Background: an optimization exercise with open tools, aiming at a short achievable clock period and few clock cycles. Do not read the settings as production practice. In this exercise RTL edits were held to simulation tests only and were not proved equivalent to the original.

Setup of before:
## rv_core_top
module rv_core_top (
    input  wire        clk,
    input  wire        arst_n_i,
    output wire [31:0] imem_addr_o,
    input  wire [31:0] imem_rdata_i,
    output wire        retire_valid_o,
    output wire [4:0]  retire_rd_o,
    output wire [31:0] retire_data_o
);
    rv_pkg::retire_t retire;
    rv_core u_core (
        .clk(clk),
        .arst_n_i(arst_n_i),
        .imem_addr_o(imem_addr_o),
        .imem_rdata_i(imem_rdata_i),
        .retire_o(retire)
    );
    assign retire_valid_o = retire.valid;
    assign retire_rd_o    = retire.rd;
    assign retire_data_o  = retire.data;
endmodule
Settings: LEC_CHECK=0, CAP_MARGIN=20, CORE_MARGIN=2, CORE_UTILIZATION=40, PLACE_DENSITY=0.6, SETUP_SLACK_MARGIN=4.0, SLEW_MARGIN=20; clock period 7.0 ns.
run.sh (not shown) runs the stock make flow with config.mk's settings and CLKGATE_MAP_FILE= SYNTH_SCRIPT=/design/flow/synth_recipe.tcl, a recipe that flattens the netlist after the stock synthesis.
before completed; timing, DRC and antenna clean
Testbench counts of before, summed over its fixed seeds: cycles 83,036.
For after, these inputs were changed with respect to before:
--- a/flow/design.v
+++ b/flow/design.v
@@ -191,17 +191,20 @@
     logic [31:2] d_redir_pc;
     assign d_pred       = d_hit ? d_ptaken : ins[31];
     assign d_need_taken = d_is_jal | (d_is_branch & d_pred);
     assign d_redir      = d_need_taken ^ d_ptaken;
     assign d_redir_pc   = d_need_taken ? d_tgt : d_pc4;
     logic d_m1a, d_m2a, d_m3a, d_m4a, d_m1b, d_m2b, d_m3b, d_m4b;
-    logic [4:0] f_rs1, f_rs2;
-    logic       d_wen_next;
-    assign f_rs1      = imem_rdata_i[19:15];
-    assign f_rs2      = imem_rdata_i[24:20];
-    assign d_wen_next = d_valid & d_regwrite & (d_rd != 5'd0);
+    assign d_m4a = z_valid && (z_rd  == d_rs1);
+    assign d_m4b = z_valid && (z_rd  == d_rs2);
+    assign d_m1a = e1_wen  && (e1_rd == d_rs1);
+    assign d_m2a = x1_wen  && (x1_rd == d_rs1);
+    assign d_m3a = w_valid && (w_rd  == d_rs1);
+    assign d_m1b = e1_wen  && (e1_rd == d_rs2);
+    assign d_m2b = x1_wen  && (x1_rd == d_rs2);
+    assign d_m3b = w_valid && (w_rd  == d_rs2);
     logic [31:0] d_a, d_b;
     assign d_a[15:0]  = d_m2a ? x1_lo : d_m3a ? w_data[15:0] : d_m4a ? z_data[15:0] : d_rf_a[15:0];
     assign d_a[31:16] = d_m3a ? w_data[31:16] : d_m4a ? z_data[31:16] : d_rf_a[31:16];
     assign d_b[15:0]  = d_m2b ? x1_lo : d_m3b ? w_data[15:0] : d_m4b ? z_data[15:0] : d_rf_b[15:0];
     assign d_b[31:16] = d_m3b ? w_data[31:16] : d_m4b ? z_data[31:16] : d_rf_b[31:16];
     logic d_stall;
@@ -325,33 +328,12 @@
             d_hit    <= f_hit;
             d_ptaken <= f_taken;
         end
     end
     always_ff @(posedge clk) begin
         if (!d_stall) begin
-            d_m1a <= d_wen_next && (d_rd  == f_rs1);
-            d_m2a <= e1_wen     && (e1_rd == f_rs1);
-            d_m3a <= x1_wen     && (x1_rd == f_rs1);
-            d_m4a <= w_valid    && (w_rd  == f_rs1);
-            d_m1b <= d_wen_next && (d_rd  == f_rs2);
-            d_m2b <= e1_wen     && (e1_rd == f_rs2);
-            d_m3b <= x1_wen     && (x1_rd == f_rs2);
-            d_m4b <= w_valid    && (w_rd  == f_rs2);
-        end else begin
-            d_m1a <= 1'b0;
-            d_m2a <= d_m1a;
-            d_m3a <= d_m2a;
-            d_m4a <= d_m3a;
-            d_m1b <= 1'b0;
-            d_m2b <= d_m1b;
-            d_m3b <= d_m2b;
-            d_m4b <= d_m3b;
-        end
-    end
-    always_ff @(posedge clk) begin
-        if (!d_stall) begin
             d_rf_a <= f_rf_a;
             d_rf_b <= f_rf_b;
         end else begin
             if (d_m4a) d_rf_a <= z_data;
             if (d_m4b) d_rf_b <= z_data;
         end
[summary]
- Insertion delay to the later sink of the worst-skew pair: higher on after
- From before to after the numbers moved as follows: number of inserted diodes now sits higher, flip-flop and latch count now sits at about the same level, delay contributed by the slowest stage of the critical path now sits lower, final critical path time including I/O delays and setup now sits lower.
- Re total track usage: after and before aren't equal, and the higher value belongs to before.
- Area share of xor/xnor cells in the synthesized design: before vs after, no meaningful difference
- Core util | after vs before | after higher
- The number of instances in the synthesized netlist of before and that of after are within noise of each other.
- The first element of the critical path comes out u_core.d_ins[17] in one run and u_core.pc_q[2] in the other, namely in after and before respectively.
- Of after and before, it is after that has the higher number of buffers and inverters on the critical path.
- input pin to asynchronous set/reset pin as the worst min-delay path category was reported by before, and flop to flop by after.
- The final reports for after and before show final-layout fill cell count lower in the former.
Testbench counts of after, summed over its fixed seeds: cycles 83,036.

-- separate check: timing with driven ports --
In the flow no input, the clock included, has a driving cell. The finished layouts below were timed again as built, in two steps. Step 1, drivers: a clkbuf_16 drives clk and a buf_2 each remaining input, both assumed. Step 2 moves the port delays by t, midway between the first and last clock arrival at a register: inputs arrive t later, outputs are due t later. That takes back most of the time a late clock gives input paths. Three values: no drivers, after step 1, after step 2; two values: the first two.
run | t (ns) | setup slack, ns | clock arrival spread, ns | pins driven straight from the clock port
before | 1.216 | 3.191 / 3.191 / 2.101 | 0.085 / 0.085 | 1
after | 1.229 | 3.303 / 3.303 / 2.305 | 0.096 / 0.095 | 1
After both steps setup and hold are still met in every run listed. The setup slack of before, which loses most, moves by 0.000 ns with the drivers and by -1.090 ns with both steps.
